Context: an optimization exercise on an open-source flow, tuned for small area, a short achievable clock period and few clock cycles per item. The choices shown serve that exercise and are no tape-out recipe. The RTL was checked by simulation tests, not by an equivalence proof against the original design. Power is estimated from default activity; no workload was simulated.

### design/flow/design.v
`timescale 1ns / 1ps
`default_nettype none
module framed_ascii_decimal_parser #(
	parameter int MAX_CHARS = 63,
	parameter int MAX_FRAC_DIGITS = 6
) (
	input wire logic clk,
	input wire logic arst_n,
	input wire logic s_tvalid,
	output logic s_tready,
	input wire logic [7:0] s_tdata,
	output logic m_tvalid,
	input wire logic m_tready,
	output logic [55:0] m_tdata,
	output logic [2:0] m_tuser,
	input wire logic cfg_valid,
	output logic cfg_ready,
	input wire logic cfg_index,
	input wire logic [7:0] cfg_data
);
	logic [7:0] start_q, end_q;
	always_ff @(posedge clk or negedge arst_n) begin
		if (!arst_n) begin
			start_q <= 8'd60;
			end_q <= 8'd62;
		end else if (cfg_valid) begin
			if (cfg_index) end_q <= cfg_data;
			else start_q <= cfg_data;
		end
	end
	assign cfg_ready = 1'b1;
	logic v1_q;
	logic is_start1_q, is_end1_q, is_digit1_q, is_point1_q;
	logic [3:0] e1_q;	 
	logic [3:0] d1;
	logic in_frame_q, point_q, bad_q, trunc_q, sat_q;
	logic [5:0] count_q;
	logic full_q;	 
	logic [2:0] frac_q;
	logic [31:0] int_q;
	logic [23:0] bcd_q;	 
	logic busy_q, valid_q;
	logic [1:0] steps_q;
	logic [31:0] int_b_q;
	logic [15:0] fbin_q;
	logic [2:0] frac_b_q;
	logic bad_b_q, trunc_b_q, sat_b_q;
	logic idle, close, open, body, room, fdig, stall, go, handoff;
	assign idle = !busy_q && !valid_q;
	assign open = !in_frame_q && is_start1_q;
	assign close = in_frame_q && is_end1_q;
	assign body = in_frame_q && !is_end1_q;
	assign room = !full_q;
	assign fdig = body && room && is_digit1_q && point_q && (frac_q != 3'd6);
	assign stall = (close && !idle) || (fdig && busy_q);
	assign go = v1_q && !stall;
	assign handoff = v1_q && close && idle;
	logic block_q;
	logic v1_n, is_end1_n, is_digit1_n, in_frame_n, point_n, busy_n, valid_n;
	logic is_digit_in;
	assign s_tready = !block_q;
	assign is_digit_in = (s_tdata[7:4] == 4'h3) && (s_tdata[3:0] <= 4'd9);
	assign v1_n = s_tready ? s_tvalid : (v1_q && !go);
	assign is_end1_n = s_tready ? (s_tdata == end_q) : is_end1_q;
	assign is_digit1_n = s_tready ? is_digit_in : is_digit1_q;
	assign in_frame_n = (go && open) ? 1'b1 : (go && close) ? 1'b0 : in_frame_q;
	assign point_n = (go && open) ? 1'b0 :
		(go && body && room && !is_digit1_q && is_point1_q) ? 1'b1 : point_q;
	assign busy_n = handoff || (busy_q && (steps_q != 2'd0));
	assign valid_n = handoff ? valid_q : busy_q ? (valid_q || (steps_q == 2'd0)) : (valid_q && !m_tready);
	always_ff @(posedge clk or negedge arst_n) begin
		if (!arst_n) begin
			v1_q <= 1'b0;
			block_q <= 1'b0;
		end else begin
			v1_q <= v1_n;
			block_q <= (v1_n && in_frame_n &&
				((is_end1_n && (busy_n || valid_n)) || (is_digit1_n && point_n && busy_n)));
		end
	end
	always_ff @(posedge clk) begin
		if (s_tready) begin
			is_start1_q <= (s_tdata == start_q);
			is_end1_q <= (s_tdata == end_q);
			is_digit1_q <= is_digit_in;
			is_point1_q <= (s_tdata == 8'h2e);
			e1_q <= {s_tdata[3], s_tdata[2] | s_tdata[3], s_tdata[1] | s_tdata[3], s_tdata[0]};
		end
	end
	assign d1 = {e1_q[3], e1_q[2] & !e1_q[3], e1_q[1] & !e1_q[3], e1_q[0]};
	logic [31:0] int_x10;
	logic int_ovf;
	logic [30:0] add_a, add_b, add_s;
	logic add_c, add_co;
	assign add_a = {int_q[28:0], e1_q[2], e1_q[1]};
	assign add_b = int_q[30:0];
	assign add_c = e1_q[3];
	always_comb begin
		logic [30:0] g, p, gg, pp;
		g = add_a & add_b;
		p = add_a ^ add_b;
		gg = g;
		pp = p;
		gg[0] = g[0] | (p[0] & add_c);
		for (int l = 0; l < 5; l++) begin
			for (int i = 30; i >= 0; i--) begin
				if (((i + 1) % (2 << l)) == 0) begin
					gg[i] = gg[i] | (pp[i] & gg[i - (1 << l)]);
					pp[i] = pp[i] & pp[i - (1 << l)];
				end
			end
		end
		for (int l = 3; l >= 0; l--) begin
			for (int i = 30; i >= 0; i--) begin
				if (i >= 3 * (1 << l) - 1 && ((i + 1 - (1 << l)) % (2 << l)) == 0) begin
					gg[i] = gg[i] | (pp[i] & gg[i - (1 << l)]);
					pp[i] = pp[i] & pp[i - (1 << l)];
				end
			end
		end
		add_s = p ^ {gg[29:0], add_c};
		add_co = gg[30];
	end
	assign int_ovf = add_co | int_q[31] | int_q[30] | int_q[29];
	assign int_x10 = {add_s, e1_q[0]};
	logic int_dig;
	assign int_dig = body && room && is_digit1_q && !point_q;
	always_ff @(posedge clk) begin
		if (v1_q && open)
			int_q <= 32'd0;
		else if (v1_q && int_dig)
			int_q <= int_x10;
	end
	always_ff @(posedge clk or negedge arst_n) begin
		if (!arst_n)
			in_frame_q <= 1'b0;
		else if (go) begin
			if (open)
				in_frame_q <= 1'b1;
			else if (close)
				in_frame_q <= 1'b0;
		end
	end
	always_ff @(posedge clk) begin
		if (go) begin
			if (open) begin
				point_q <= 1'b0;
				bad_q <= 1'b0;
				trunc_q <= 1'b0;
				sat_q <= 1'b0;
				count_q <= 6'd0;
				full_q <= 1'b0;
				frac_q <= 3'd0;
			end else if (body) begin
				if (!room) begin
					trunc_q <= 1'b1;
				end else begin
					count_q <= count_q + 6'd1;
					full_q <= (count_q == 6'd62);
					if (is_digit1_q) begin
						if (point_q) begin
							if (frac_q == 3'd6)
								trunc_q <= 1'b1;
							else
								frac_q <= frac_q + 3'd1;
						end else begin
							if (int_ovf)
								sat_q <= 1'b1;
						end
					end else if (is_point1_q && !point_q) begin
						point_q <= 1'b1;
					end else begin
						bad_q <= 1'b1;
					end
				end
			end
		end
	end
	function automatic logic [3:0] dstep(input logic [2:0] r, input logic c);
		logic [3:0] n;
		begin
			n[3] = (!r[2] & r[1]) | (r[0] & c);
			n[2] = (!r[1] & r[0] & c) | (r[2] & !c);
			n[1] = r[0] | (!r[1] & c) | (r[2] & !c);
			n[0] = (!r[1] & !c) | (!r[2] & r[1] & c);
			dstep = n;
		end
	endfunction
	function automatic logic [23:0] dbl(input logic [23:0] f);
		logic [23:0] n;
		begin
			for (int j = 0; j < 6; j++)
				n[4*j +: 4] = dstep(f[4*j +: 3], (j > 0) ? f[4*((j > 0) ? j - 1 : 0) + 3] : 1'b0);
			dbl = n;
		end
	endfunction
	function automatic logic [3:0] dcode(input logic [3:0] d);
		case (d)
			4'd0: dcode = 4'b0110;
			4'd1: dcode = 4'b0000;
			4'd2: dcode = 4'b0001;
			4'd3: dcode = 4'b0010;
			4'd4: dcode = 4'b0011;
			4'd5: dcode = 4'b1110;
			4'd6: dcode = 4'b1000;
			4'd7: dcode = 4'b1001;
			4'd8: dcode = 4'b1010;
			default: dcode = 4'b1011;
		endcase
	endfunction
	logic [23:0] bcd0, bcd1, bcd2, bcd3;
	logic [3:0] fbits;	 
	logic conv;
	assign bcd0 = bcd_q;
	assign bcd1 = dbl(bcd0);
	assign bcd2 = dbl(bcd1);
	assign bcd3 = dbl(bcd2);
	assign fbits = {bcd0[23], bcd1[23], bcd2[23], bcd3[23]};
	assign conv = busy_q || handoff;
	always_ff @(posedge clk) begin
		for (int j = 0; j < 6; j++) begin
			if (conv)
				bcd_q[4*(5-j) +: 4] <= bcd3[4*(5-j) +: 4];
			else if (go && fdig && frac_q == 3'(j))
				bcd_q[4*(5-j) +: 4] <= dcode(d1);
			else if (go && fdig && frac_q < 3'(j))
				bcd_q[4*(5-j) +: 4] <= 4'b0110;
		end
	end
	logic fzero, fsat;
	assign fzero = handoff ? (frac_q == 3'd0) : (frac_b_q == 3'd0);
	assign fsat = handoff ? sat_q : sat_b_q;
	logic [3:0] fmask;
	assign fmask = (fbits & {4{!fzero}}) | {4{fsat}};
	always_ff @(posedge clk) begin
		if (conv)
			fbin_q <= {fbin_q[12:1], handoff ? fmask[3] : fbin_q[0], fmask[2:0]};
		if (handoff) begin
			int_b_q <= int_q | {32{sat_q}};
			frac_b_q <= frac_q;
			bad_b_q <= bad_q;
			trunc_b_q <= trunc_q;
			sat_b_q <= sat_q;
		end
	end
	always_ff @(posedge clk or negedge arst_n) begin
		if (!arst_n) begin
			busy_q <= 1'b0;
			valid_q <= 1'b0;
			steps_q <= 2'd0;
		end else begin
			if (handoff) begin
				busy_q <= 1'b1;
				steps_q <= 2'd3;
			end else if (busy_q) begin
				steps_q <= steps_q - 2'd1;
				if (steps_q == 2'd0) begin
					busy_q <= 1'b0;
					valid_q <= 1'b1;
				end
			end else if (m_tready) begin
				valid_q <= 1'b0;
			end
		end
	end
	assign m_tvalid = valid_q;
	assign m_tdata = {5'd0, frac_b_q, int_b_q, fbin_q};
	assign m_tuser = {sat_b_q, trunc_b_q, bad_b_q};
endmodule
`default_nettype wire
### design/flow/standard.sh
#!/bin/bash
# synth_recipe.tcl (not shown) runs the flow's synth.tcl, then flattens the netlist and writes it again
# the make line also repeats each setting of config.mk as NAME=value (left out here)
make -C /OpenROAD-flow-scripts/flow DESIGN_CONFIG=/design/flow/config.mk WORK_HOME=/design/flow/orfs CLKGATE_MAP_FILE= SYNTH_SCRIPT=/design/flow/synth_recipe.tcl "${@:-finish}"
### design/flow/constraint.sdc
create_clock -name core_clock -period 5.5 [get_ports {clk}]
set_input_delay 1.1000 -clock core_clock [delete_from_list [all_inputs] [get_ports {clk}]]
set_output_delay 1.1000 -clock core_clock [all_outputs]
set_load 0.01 [all_outputs]
### design/flow/config.mk
export PLATFORM = sky130hd
export DESIGN_NAME = framed_ascii_decimal_parser
export DESIGN_NICKNAME = framed_ascii_decimal_parser
export VERILOG_FILES = /design/flow/design.v
export SDC_FILE = /design/flow/constraint.sdc
export NUM_CORES = 4
export LEC_CHECK = 0
export ABC_AREA = 1
export CAP_MARGIN = 20
export CORE_MARGIN = 2
export CORE_UTILIZATION = 40
export CTS_BUF_LIST = sky130_fd_sc_hd__clkbuf_8
export SETUP_SLACK_MARGIN = 3.35
export SLEW_MARGIN = 20
### design/flow/flow/abc_amap.script
strash
dch
amap
topo
stime -c
buffer -c
upsize -c
dnsize -c
### design/flow/flow/run.sh
#!/bin/bash
# The standard layout (standard.sh: ORFS synthesis to finish) with three
# changes that leave the registers as the standard synthesis makes them:
#  - plain buf_2 cells as the port buffers (every port still gets one);
#  - no adder-cell mapping in synthesis, so abc maps the adders as logic;
#  - abc maps the logic with its area mapper (flow/abc_amap.script).
# The synthesis script is synth_recipe.tcl, sourced after a wrapper that only
# swaps the script abc is given. Each tool's output is in standard.log and in
# ORFS's own logs under orfs/logs.
set -euo pipefail
W=$PWD
export BUFFER_PORTS_ARGS="-buffer_cell sky130_fd_sc_hd__buf_2"
export ADDER_MAP_FILE=
export FADP_ABC_SCRIPT="$W/flow/abc_amap.script"
cat > "$W/flow_synth.tcl" <<TCL
proc abc {args} {
  set i [lsearch -exact \$args -script]
  if {\$i >= 0} { lset args [expr {\$i + 1}] \$::env(FADP_ABC_SCRIPT) }
  yosys abc {*}\$args
}
source $W/synth_recipe.tcl
TCL
sed "s#SYNTH_SCRIPT=[^ ]*#SYNTH_SCRIPT=$W/flow_synth.tcl#" standard.sh > my_standard.sh
bash my_standard.sh > standard.log 2>&1
==> results of run 1 <==
-- through the flow --
stage	worst slack, ns	hold WS, ns	cell area, um^2
finish	2.47	0.431	10900
floorplan	2.16	0.400	7980
detailed placement	2.19	0.407	8560
CTS	2.43	0.422	10100
global route	2.31	0.446	10900
global placement	2.31	0.409	8560
-- power by group --
part / switching [mW] / total (mW) / leakage, nW / internal [mW]
logic: 0.598 / 1.14 / 2.78 / 0.546
clock network: 0.495 / 0.871 / 0.196 / 0.375
registers: 0.161 / 1.55 / 1.45 / 1.38
-- how the worst min path moves through the flow --
stage / start / endpoint / slack (ns) / depth (start not counted)
floorplan: bad_q$_SDFFCE_PP0P_ / bad_b_q$_DFFE_PP_ / 0.40 / 0
global placement: trunc_q$_SDFFCE_PP0P_ / trunc_b_q$_DFFE_PP_ / 0.41 / 0
detailed placement: trunc_q$_SDFFCE_PP0P_ / trunc_b_q$_DFFE_PP_ / 0.41 / 0
CTS: trunc_q$_SDFFCE_PP0P_ / trunc_b_q$_DFFE_PP_ / 0.42 / 0
global route: trunc_q$_SDFFCE_PP0P_ / trunc_b_q$_DFFE_PP_ / 0.45 / 0
finish: trunc_q$_SDFFCE_PP0P_ / trunc_b_q$_DFFE_PP_ / 0.43 / 0
-- synth_stat cells, types with 6 or more instances --
| library cell | count |
|---|---|
| a21oi_1 | 60 |
| a32oi_1 | 6 |
| buf_4 | 9 |
| clkbuf_1 | 18 |
| dfrtp_1 | 14 |
| dfstp_2 | 9 |
| dfxtp_1 | 35 |
| edfxtp_1 | 97 |
| inv_1 | 102 |
| nand2_1 | 68 |
| nor2_1 | 106 |
| nor2b_1 | 8 |
| nor3_1 | 13 |
| nor4_1 | 10 |
| o21ai_0 | 72 |
| o221a_2 | 33 |
| o221ai_1 | 12 |
| o22ai_1 | 40 |
| or2_2 | 43 |
-- flip-flops by register name, indices dropped and copies added, names as in the netlist, 2 cells and up --
| name | cells |
|---|---|
| bcd_q | 24 |
| count_q | 6 |
| e1_q | 4 |
| end_q | 8 |
| fbin_q | 16 |
| frac_b_q | 3 |
| frac_q | 3 |
| int_b_q | 32 |
| int_q | 32 |
| start_q | 8 |
| steps_q | 2 |
-- layout make-up --
type                            instances  area share
Tap cell                              265      0.0303
Clock inverter                         15      0.0143
Sequential cell                       155       0.384
Multi-Input combinational cell        545       0.350
Timing Repair inverter                  4     0.00423
Timing Repair Buffer                  200       0.156
Inverter                              106      0.0399
Clock buffer                           17      0.0214
-- cells by family after synthesis --
| kind of cell | Yosys count |
|---|---|
| buffers and inverters | 133 |
| other | 2 |
| AND/OR/NAND/NOR | 269 |
| flip-flops | 155 |
| AO/OA/AOI/OAI | 270 |
-- metal layers --
metal | routed length [um] | share of wire
met5 | 0 | 0
met4 | 831 | 0.038
met3 | 1010 | 0.046
met2 | 10600 | 0.48
met1 | 9570 | 0.43
-- what timing repair did --
action / in CTS / in global routing
cloned: 4 / 6
buffers inserted: 79 / 34
setup endpoints to repair: 163 / 173
pin swaps: 44 / 39
resized for setup: 123 / 111
==> metrics.cfg, run 1 <==
[cts]
clk_path_buf_depth=2
hold_buffers=0
clock_sinks=155
cts_tree=done
cts_made_buffers=17
clkSlewWorstSetupHoldPaths_ns=0.10
htree_levels=4
cts_root_buffer=clkbuf_8
clk_latency_ns=0.47

[worst_setup_path]
cpPeakStageDelay_ns=0.47
cp_slowest_cell=edfxtp_1
crit_path_start_kind=register
startpoint=e1_q[1]$_DFFE_PN_
path_buf_inv=4
path_depth=20
arrival_ns=3.44
ff2ff_setup_slack_ns=2.47
cp.required_ns=5.91
path_max_fanout=4
r2r-start=e1_q[1]$_DFFE_PN_
r2r_end=int_q[28]$_SDFFE_PP0P_
crit_path_end=int_q[28]$_SDFFE_PP0P_
r2r_cells=20
cp_top_family=compound AO/OA/AOI/OAI gates
critPathKind=register to register
cp_cell_sequence=inv_2, o22ai_2, nor2_2, a21oi_2, nor2_2, a21oi_2, inv_2, a31oi_4, o2111ai_4, a31oi_4, inv_2, a31oi_4, buf_4, nor2_2, o21ai_2, nor2_1, nor2_1, nor2_1, a21oi_1, o221a_2
end_kind=register

[routing]
drc=0
detail-route-antenna-nets=0
first_iter_violations=536
wl_per_cell_um=16.9
first_pass_iters=5
finalWirelength_mm=22.1
vias=7097
viasPerCell=5.43

[die]
fp-row-count=51
start_util=0.406
coreArea_mm2=0.0193
dieArea_mm2=0.0207
die_h_um=144
die_x_um=144
io-pin-count=84

[final_layout]
layout_commonest_cell=edfxtp_1
drive_above_1_share=0.428
final_cell_mix=97 x edfxtp_1, 86 x inv_1, 81 x nor2_1, 75 x buf_2, 66 x buf_4
multiInputGateArea_mm2=0.00383
nNetsFinal=1051
n_fill_cell=1604
area_growth_syn_to_layout_pct=39.5
layout.area.seq_mm2=0.00420
diodes=0
final_cells=1307
fin_util=0.566

[synth]
syn_area_mm2=0.00784
synth-xor-area-share=0
synthTopCellsByArea=edfxtp_1 37%, dfxtp_1 8.9%, nor2_1 5.1%
synth_edf_count=97
synth.mux.area_fraction=0
ys.flop_type=edfxtp_1
yosys_warnings=1
synth-compound-area-share=0.238
synth_top_area_frac=0.371
yosysSeqAreaShare=0.536
synth_top_cell_by_area=edfxtp_1
synthAdderAreaFrac=0
synth_top_family_by_area=compound AO/OA/AOI/OAI gates
yosys_register_bits=155
synthArstFlopShare=0.148
ys_types=52
syn_avg_cell_area_um2=9.46
netlist_instances=829
synthSimpleGateAreaFrac=0.157

[run_status]
status=complete, no violations

[placed_design]
port_buffers=77
hpwl_mm=11.8
placed_cells=1152
gp_congestion=0.821

[sta]
hold_viol_final=0
skew_ns=0.0184
drv_slew=0
worst_pin_slew_ns=1.28
period_minus_slack_ns=3.03
max_freq_ghz=0.330
max_slew_margin=0.140
totalNegativeSetupSlack_ns=0
rsz0062_at_grt=true
setup_viol=0
layout_worst_path_cycle_share=0.551

[global_routing]
met3_usage=0.0371
grt_pass1_vias=6467
grt_busiest_layer=met2
grt_usage=0.192
grt-ovfl-total=0
grt_pass1_wl_mm=31.3
grt_max_degree=35
antenna_found_initial=0
use_met2=0.316
use_met1=0.244

[pwr]
ir_worst_vdd_uv=182
power_density_mw_per_mm2=325
power_mw=3.56
power_leakage_nw=4.42

[flow_run]
maxCapViolCount=0

[hold_path]
hp-class=register to register

Testbench counts, summed over its fixed seeds: cycles 12,722, items 1,200.
==> run 2, diff against run 1 <==
--- a/design/flow/flow/run.sh
+++ b/design/flow/flow/run.sh
@@ -3,7 +3,7 @@
 # changes that leave the registers as the standard synthesis makes them:
 #  - plain buf_2 cells as the port buffers (every port still gets one);
 #  - no adder-cell mapping in synthesis, so abc maps the adders as logic;
-#  - abc maps the logic with its area mapper (flow/abc_amap.script).
+#  - abc maps the logic with its area-oriented mapping (flow/abc_amap.script).
 # The synthesis script is synth_recipe.tcl, sourced after a wrapper that only
 # swaps the script abc is given. Each tool's output is in standard.log and in
 # ORFS's own logs under orfs/logs.
==> design/flow/flow/abc_amap.script (replaced) <==
strash
dch
map -a
topo
stime -c
buffer -c
upsize -c
dnsize -c
--- a/design/flow/config.mk
+++ b/design/flow/config.mk
@@ -12,3 +12,4 @@
 export CTS_BUF_LIST = sky130_fd_sc_hd__clkbuf_8
 export SETUP_SLACK_MARGIN = 3.35
 export SLEW_MARGIN = 20
+export TNS_END_PERCENT = 10
==> run 2 against run 1 <==
  * Worst hold slack worse by 0.0041 ns
  * Synthesized area is 4.1% higher
  * Final cell count up 5.0%
  * Flip-flop and latch count unchanged
  * Clock power rose by 6.3%
  * Global-route usage fell by 2.3 points
  * Sequential share of layout area rose by 3.5 points
  * Design area is 8.1% lower
  * Combinational power decreased by 27%
==> metrics.cfg, run 2 <==
[run_status]
status=complete, no violations

[routing]
detail-route-antenna-nets=0  ; unchanged
wl_per_cell_um=14.0  ; -17%
first_iter_violations=476  ; -11%
drc=0  ; unchanged
vias=6856  ; -3.4%
finalWirelength_mm=19.3  ; -13%
viasPerCell=5.00  ; -8.0%
first_pass_iters=5  ; unchanged

[die]
start_util=0.406  ; +0.000532
io-pin-count=84  ; unchanged
dieArea_mm2=0.0216  ; +4.0%
die_x_um=147  ; +2.0%
fp-row-count=52  ; +2.0%
coreArea_mm2=0.0201  ; +4.0%
die_h_um=147  ; +2.0%

[final_layout]
diodes=0  ; unchanged
drive_above_1_share=0.258  ; -0.170
nNetsFinal=1111  ; +5.7%
area_growth_syn_to_layout_pct=23.2
layout_commonest_cell=nor2_1
fin_util=0.500  ; -0.0655
final_cell_mix=151 x nor2_1, 125 x inv_1, 111 x nand2_1, 97 x edfxtp_1, 82 x o21ai_0
final_area_mm2=0.0101  ; -8.1%
reg_top3=int_b_q (32), int_q (32), bcd_q (24)

[synth]
netlist_instances=963  ; +16%
syn_area_mm2=0.00817  ; +4.1%
yosysMostFrequentCell=nor2_1
synth_top_cell_by_area=edfxtp_1
synth_top_area_frac=0.357  ; -0.0147
synth_edf_count=97  ; unchanged
synthAdderAreaFrac=0  ; unchanged
ys.flop_type=edfxtp_1
synthTopCellsByArea=edfxtp_1 36%, dfxtp_1 8.6%, nor2_1 8.0%
synth_common_cells=174 x nor2_1, 139 x inv_1, 118 x nand2_1, 97 x edfxtp_1, 90 x o21ai_0
yosysSeqAreaShare=0.514  ; -0.0212
yosys_warnings=1  ; unchanged
synth-xor-area-share=0.0386  ; +0.0386
synthSimpleGateAreaFrac=0.184  ; +0.0266
synth_top_family_by_area=simple AND/OR/NAND/NOR gates
synth.mux.area_fraction=0.00552  ; +0.00552
synthArstFlopShare=0.148  ; unchanged
synth-compound-area-share=0.175  ; -0.0638
syn_avg_cell_area_um2=8.48  ; -10%
ys_types=54  ; +3.8%
yosys_register_bits=155  ; unchanged

[sta]
rsz0062_at_grt=true
max_freq_ghz=0.353  ; +7.0%
worst_pin_slew_ns=0.989  ; -0.296 ns
setup_viol=0  ; unchanged
drv_slew=0  ; unchanged
totalNegativeSetupSlack_ns=0  ; unchanged
hold_viol_final=0  ; unchanged
skew_ns=0.0157  ; -0.00269 ns
layout_worst_path_cycle_share=0.515  ; -0.0359
period_minus_slack_ns=2.83  ; -0.198 ns
max_slew_margin=0.340  ; +0.200

[hold_path]
hp-class=register to register
min_path_cells=0  ; unchanged

[cts]
clk_path_buf_depth=2  ; unchanged
cts_made_buffers=17  ; unchanged
cts_tree=done
cts_root_buffer=clkbuf_8
htree_levels=4  ; unchanged
clkSlewWorstSetupHoldPaths_ns=0.09  ; about the same
clk_latency_ns=0.47  ; about the same
clock_sinks=155  ; unchanged

[global_routing]
grt_pass1_wl_mm=29.2  ; -6.5%
grt_max_degree=43  ; +23%
antenna_found_initial=0  ; unchanged
grt_usage=0.169  ; -0.0231
grt-ovfl-total=0  ; unchanged
grt_pass1_vias=6098  ; -5.7%

[worst_setup_path]
path_buf_inv=5  ; +1
end_kind=register
cpPeakStageDelay_ns=0.42  ; -0.05 ns
path_depth=14  ; -30%
ff2ff_setup_slack_ns=2.67  ; +0.20 ns
cp_top_family=simple AND/OR/NAND/NOR gates
critPathMostFrequentCell=inv_2
cp.required_ns=5.80  ; -0.11 ns
cp_cell_sequence=nor3_2, inv_2, nor4_2, inv_1, nor2_1, o22ai_2, nand2_2, inv_2, nand2_4, clkinvlp_4, nor2_4, buf_4, nand2_1, o211ai_1
critPathKind=register to register
arrival_ns=3.13  ; -0.31 ns
crit_path_start_kind=register
r2r_cells=14  ; -30%
cp_slowest_cell=edfxtp_1
path_max_fanout=10  ; +6

[pwr]
power_mw=3.19  ; -10%
power_density_mw_per_mm2=317  ; -2.5%
ir_worst_vdd_uv=167  ; -8.1%
power_leakage_nw=4.21  ; -4.6%

[placed_design]
hpwl_mm=12.8  ; +9.1%
dpl_cell_area_mm2=0.00880  ; +2.8%
gp_congestion=0.851  ; +3.7%
port_buffers=77  ; unchanged

[flow_run]
maxCapViolCount=0  ; unchanged

==> run 2: cell types whose count changed after synthesis, moves of 13 or more <==
| cell | delta |
|---|---|
| o22ai_1 | -32 |
| or2_2 | -38 |
| o221a_2 | -33 |
| nor2_1 | +68 |
| a21oi_1 | +29 |
| inv_1 | +37 |
| xnor2_1 | +15 |
| xor2_1 | +21 |
| nand2_1 | +50 |
| o21ai_0 | +18 |
| nand3_1 | +13 |
==> run 2: area by class of cell <==
class / instances / area (um^2)
Fill cell: 1850 / 10000
Sequential cell: 155 / 4220
Multi-Input combinational cell: 643 / 3620
Timing Repair Buffer: 129 / 896
Inverter: 142 / 553
Tap cell: 270 / 338
Clock buffer: 17 / 234
Clock inverter: 15 / 188
Timing Repair inverter: 1 / 7.51
==> run 2: through the flow <==
| stage | std cells | hold WS, ns | worst slack [ns] |
|---|---|---|---|
| 5_1_grt | 1372 | 0.436 | 2.51 |
| 6_report | 1372 | 0.427 | 2.67 |
| 4_1_cts | 1333 | 0.430 | 2.61 |
| 3_5_place_dp | 1288 | 0.406 | 2.34 |
| 2_1_floorplan | 967 | 0.400 | 2.62 |
| 3_3_place_gp | 1288 | 0.402 | 2.46 |
==> run 2: worst register-to-register path: cells and delay by family (launching register included) <==
kind	cells	cell delay, ns
AND/OR/NAND/NOR	7	1.35
buffers and inverters	5	0.62
flip-flops	1	0.42
AO/OA/AOI/OAI	2	0.28
==> run 2: worst paths after layout <==
| kind | start | to |
|---|---|---|
| max in group asynchronous | arst_n | start_q[2]$_DFFE_PN1P_ |
| worst max-delay path | full_q$_SDFFCE_PP0P_ | bcd_q[18]$_DFFE_PP_ |
| worst min-delay path | bad_q$_SDFFCE_PP0P_ | bad_b_q$_DFFE_PP_ |
| min in group asynchronous | arst_n | start_q[7]$_DFFE_PN0P_ |
| worst max register to register | full_q$_SDFFCE_PP0P_ | bcd_q[18]$_DFFE_PP_ |
| worst min register to register | bad_q$_SDFFCE_PP0P_ | bad_b_q$_DFFE_PP_ |
==> run 2: metal layers <==
| metal | up-vias | share of wire | track usage | wire length, um |
|---|---|---|---|---|
| met1 | 3196 | 0.49 | 0.241 | 9450 |
| met2 | 167 | 0.45 | 0.255 | 8680 |
| li1 | 3478 | - | - | - |
| met4 | 0 | 0.010 | 0.0461 | 198 |
| met3 | 15 | 0.048 | 0.0432 | 925 |
| met5 | - | 0 | 0 | 0 |
==> run 2: cell families (layout without fill, tap and decap cells) <==
group                     Yosys count  after routing
other                               2              6
DFF                               155            155
xor gates and xnor gates           36             36
muxes                               4              4
and+or+nand+nor                   359            360
buffers and inverters             170            304
AOI/OAI and AO/OA                 237            237
==> run 2: repair_timing <==
item | 4_1_cts | 5_1_grt
cloned | 2 | 2
setup endpoints to repair | 157 | 180
pin swaps | 10 | 30
buffers inserted | 11 | 37
resized for setup | 16 | 104
hold buffers | 0 | 0
==> run 2: power breakdown <==
part           total [mW]  internal [mW]  switching (mW)
logic               0.827          0.334           0.494
clock network       0.926          0.458           0.468
registers            1.44           1.35          0.0871
total                3.19           2.14            1.05

[separate check: timing with driven ports]
The flow's constraints put no driver on any port. The routed layouts listed below were extracted and timed again, unchanged, in two steps.
Step 1 sets driving cells, clkbuf_16 on the clock port and buf_2 on the other inputs (assumed; they add their load-dependent delay and slew).
Step 2 also shifts input and output timing later by t, the mid clock arrival at the registers, as if the neighbouring blocks saw the same clock.
Three values: ideal ports, drivers, drivers and shift; two values: the first two.
| run | t (ns) | setup slack, ns | pins driven straight from the clock port |
|---|---|---|---|
| run 1 | 0.508 | 2.468 / 2.468 / 2.468 | 1 |
| run 2 | 0.504 | 2.666 / 2.666 / 2.666 | 1 |
After both steps setup and hold are still met in every run listed.
